This design comes from an exercise in tuning for small area, a short achievable clock period and few clock cycles on the open sky130 flow, not from production work.
No activity file was given, so power comes from the tool's default toggle rates.

== v6 ==
==> flow/design.v <==
package sha2_pkg;
  localparam int REG_W   = 64;
  localparam int REG_CNT = 8;
  localparam int DEC_W   = 3;
  localparam int BLK_W   = REG_W * REG_CNT;
  localparam logic [63:0] SHA2_PAD_WORD = 64'h8000_0000_0000_0000;
  typedef enum logic [1:0] {
    IDLE = 2'd0,
    CHK  = 2'd1,
    SEND = 2'd2
  } state_t;
endpackage
module sha2_pad_chk #(
  parameter int reg_w   = sha2_pkg::REG_W,
  parameter int reg_cnt = sha2_pkg::REG_CNT,
  parameter int dec_w   = sha2_pkg::DEC_W
) (
  input  logic [reg_cnt*reg_w-1:0]  blk,
  input  logic [reg_w-dec_w-7:0]    bcnt,
  output logic                      ok,
  output logic [dec_w-1:0]          p
);
  localparam int LW = $clog2(reg_w);
  localparam int NW = reg_cnt - 1;
  logic [reg_w-1:0] len;
  logic [NW-1:0]    z, t;       
  logic             pad_ok;
  always_comb begin
    len = blk[(reg_cnt-1)*reg_w +: reg_w];
    p   = len[LW +: dec_w];
    for (int i = 0; i < NW; i++) begin
      z[i] = (blk[i*reg_w +: reg_w-1] == '0);
      t[i] = blk[i*reg_w + reg_w-1];
    end
    pad_ok = (p != dec_w'(NW));
    for (int i = 0; i < NW; i++)
      if (!(p > dec_w'(i)) && !(z[i] && (t[i] == (p == dec_w'(i))))) pad_ok = 1'b0;
    ok = pad_ok && (len[LW-1:0] == '0) && (len[reg_w-1:LW+dec_w] == bcnt);
  end
endmodule
module sha2_blk_unpack #(
  parameter int reg_w   = sha2_pkg::REG_W,
  parameter int reg_cnt = sha2_pkg::REG_CNT,
  parameter int dec_w   = sha2_pkg::DEC_W
) (
  input  logic                     clk,
  input  logic                     rst,
  input  logic [reg_cnt*reg_w-1:0] blk,
  input  logic                     blk_vld,
  input  logic                     blk_last,
  output logic                     blk_rdy,
  output logic [reg_w-1:0]         pkt,
  output logic                     pkt_vld,
  input  logic                     pkt_rdy,
  output logic [dec_w-1:0]         idx,
  output logic                     msg_done,
  output logic                     len_err
);
  localparam int CW = reg_w - dec_w - 6;    
  logic [(reg_cnt-1)*reg_w-1:0] buf_q;      
  logic                         ld, ld_n;   
  logic                         ld_d;
  logic [dec_w-1:0]             lst;        
  logic                         fin;        
  logic [CW-1:0]                bcnt;       
  logic [CW-1:0]                bc_t;       
  logic                         vq, okq;    
  logic                         rb_q, rb_ok;    
  logic                         chk_ok;
  logic [dec_w-1:0]             chk_p;
  logic                         take, acc, imm, ra, rb;
  sha2_pad_chk #(.reg_w(reg_w), .reg_cnt(reg_cnt), .dec_w(dec_w)) u_chk (
    .blk  (blk),
    .bcnt (bcnt),
    .ok   (chk_ok),
    .p    (chk_p)
  );
  assign blk_rdy = !rst && pkt_rdy && ld;
  assign pkt_vld = vq && okq;
  assign acc     = blk_vld && blk_rdy;
  assign take    = pkt_vld && pkt_rdy;
  assign imm     = blk_last && !(chk_ok && chk_p != '0);    
  assign ra      = take && ld && fin;                       
  assign rb      = acc && imm;                              
  logic [reg_cnt-1:1] nx, nx_d;              
  always_ff @(posedge clk) nx <= nx_d;
  always_comb begin
    for (int i = 0; i < CW; i++) begin
      bc_t[i] = 1'b1;
      for (int j = 0; j < i; j++) bc_t[i] = bc_t[i] & bcnt[j];
    end
  end
  logic [reg_w-1:0] pkt_d;
  logic             s_hold, s_blk;
  logic [reg_cnt-1:1] s_buf;
  always_comb begin
    s_hold = !pkt_rdy;
    s_blk  = pkt_rdy && ld;
    for (int k = 1; k < reg_cnt; k++) s_buf[k] = pkt_rdy && nx[k];
    pkt_d = ({reg_w{s_hold}} & pkt) | ({reg_w{s_blk}} & blk[0 +: reg_w]);
    for (int k = 1; k < reg_cnt; k++)
      pkt_d = pkt_d | ({reg_w{s_buf[k]}} & buf_q[(k-1)*reg_w +: reg_w]);
  end
  always_comb begin
    if (rst) ld_d = 1'b1;
    else if (acc) ld_d = blk_last && chk_p <= dec_w'(1);    
    else if (take && !ld) ld_d = idx == lst - dec_w'(1);
    else ld_d = ld || !pkt_vld;
  end
  logic [dec_w-1:0] idx_d;
  always_comb begin
    idx_d = idx;
    if (acc) idx_d = '0;
    else if (take && !ld) idx_d = idx + 1'b1;
    for (int k = 1; k < reg_cnt; k++) nx_d[k] = !ld_d && idx_d == dec_w'(k-1);
  end
  always_ff @(posedge clk) begin
    pkt <= pkt_d;
    for (int k = 1; k < reg_cnt; k++)
      buf_q[(k-1)*reg_w +: reg_w] <= (({reg_w{ld}} & blk[k*reg_w +: reg_w]) |
                                      ({reg_w{ld_n}} & buf_q[(k-1)*reg_w +: reg_w]));
    ld   <= ld_d;
    ld_n <= !ld_d;
    rb_ok <= chk_ok;
    if (acc) okq <= !blk_last || chk_ok;
    if (acc) begin
      idx <= '0;
      lst <= blk_last ? chk_p - dec_w'(1) : dec_w'(reg_cnt-1);
      fin <= blk_last;
    end else if (take && !ld) begin
      idx <= idx + 1'b1;
    end
    if (rst) begin
      vq       <= 1'b0;
      msg_done <= 1'b0;
      len_err  <= 1'b0;
      rb_q     <= 1'b0;
      bcnt     <= '0;
    end else begin
      if (acc) vq <= !(blk_last && chk_p == '0);
      else if (take && ld) vq <= 1'b0;
      bcnt <= (acc && blk_last) ? '0 : bcnt ^ (bc_t & {CW{acc}});
      rb_q     <= rb;
      msg_done <= ra || (rb_q && rb_ok);
      len_err  <= rb_q && !rb_ok;
    end
  end
endmodule
export LEC_CHECK = 0
export CAP_MARGIN = 20
export CORE_MARGIN = 2
export CORE_UTILIZATION = 50
export PLACE_DENSITY = 0.65
export SETUP_SLACK_MARGIN = 3.4
export SLEW_MARGIN = 20
create_clock -name core_clock -period 6.0 [get_ports {clk}]
standard.sh (not shown) runs the stock make flow with config.mk's settings and CLKGATE_MAP_FILE= SYNTH_SCRIPT=/design/flow/synth_recipe.tcl, a recipe that flattens the netlist after the stock synthesis.
==> flow/flow/run.sh <==
#!/bin/bash
# The standard layout with three changes to how it is made:
#  - the port buffers are the smallest buffer cell instead of the flow's default delay buffer;
#  - the clock tree uses smaller buffers in larger clusters, without dummy loads;
#  - the pins of the one input-to-output path (rst, pkt_rdy -> blk_rdy) are placed side by side.
# Each tool's output goes to its own log in the work folder.
set -euo pipefail
export BUFFER_PORTS_ARGS="-buffer_cell sky130_fd_sc_hd__buf_1"
export CTS_ARGS="-sink_clustering_enable -repair_clock_nets -dont_use_dummy_load -buf_list {sky130_fd_sc_hd__clkbuf_4 sky130_fd_sc_hd__clkbuf_8} -sink_clustering_size 16 -sink_clustering_max_diameter 60"
export PRE_IO_PLACEMENT_TCL="$(pwd)/flow/io_pins.tcl"
bash standard.sh finish > standard_make.log 2>&1
==> flow/flow/io_pins.tcl <==
# Keep the pins of the combinational path rst/pkt_rdy -> blk_rdy next to each other.
set_io_pin_constraint -group -order -pin_names {pkt_rdy rst blk_rdy}
Here is what was changed in the inputs of v7 compared with v6.
diff --git a/flow/design.v b/flow/design.v
--- a/flow/design.v
+++ b/flow/design.v
@@ -74,13 +74,13 @@
     .bcnt (bcnt),
     .ok   (chk_ok),
     .p    (chk_p)
   );
   assign blk_rdy = !rst && pkt_rdy && ld;
   assign pkt_vld = vq && okq;
-  assign acc     = blk_vld && blk_rdy;
+  assign acc     = blk_vld && pkt_rdy && ld;
   assign take    = pkt_vld && pkt_rdy;
   assign imm     = blk_last && !(chk_ok && chk_p != '0);    
   assign ra      = take && ld && fin;                       
   assign rb      = acc && imm;                              
   logic [reg_cnt-1:1] nx, nx_d;              
   always_ff @(posedge clk) nx <= nx_d;
Notes after the runs:
- Taking v6 as the reference, in v7 achievable frequency went up by 0.95%, number of nets in the synthesized netlist saw an increase, fraction of the mapped netlist area in simple logic gates down 0.20 points, area after synthesis did not really move.
- Re setup slack: v6 and v7 aren't equal, and the lower value belongs to v6.
- v6 → v7: final HPWL from detailed placement shows an increase of about 3.7%, post-route fraction of the period consumed by the critical path dropped 0.45 points.
- Relative to v6, the switching power of v7 is higher by about 7%.
- The final reports for v7 and v6 show overall power higher in the former.
- Delta (v7 minus v6): detailed-route wire length +4.3%; post-layout minimum cycle time -27 ps; number of cells produced by synthesis +11.
- v6 ended up with and2_4 as its library cell contributing the largest single delay on the critical path; v7 ended up with nor4_1.
No functional check of the RTL was part of any run of this note.

==> what the ideal ports hide <==
No port has a modelled driver above. Below, the same layouts with a new extraction and two added sets of constraints.
Step 1 (the two cells are an assumption about what drives the block):
set clk [get_ports {clk}]
set_driving_cell -lib_cell sky130_fd_sc_hd__clkbuf_16 $clk
set_driving_cell -lib_cell sky130_fd_sc_hd__buf_2 [delete_from_list [all_inputs] $clk]
Step 2 also shifts input and output timing later by t, the mid clock arrival at the registers, as if the neighbouring blocks saw the same clock.
Three values: ideal, step 1, step 2; two values: the first two.
run	t, ns	setup WS [ns]	worst data-port slew with drivers (ns)
v6	0.708	3.120 / 3.067 / 2.648	0.12
v7	0.716	3.148 / 3.099 / 2.469	0.12
After both steps setup and hold are still met in every run listed. The setup slack of v7, which loses most, moves by -0.049 ns with the drivers and by -0.679 ns with both steps.
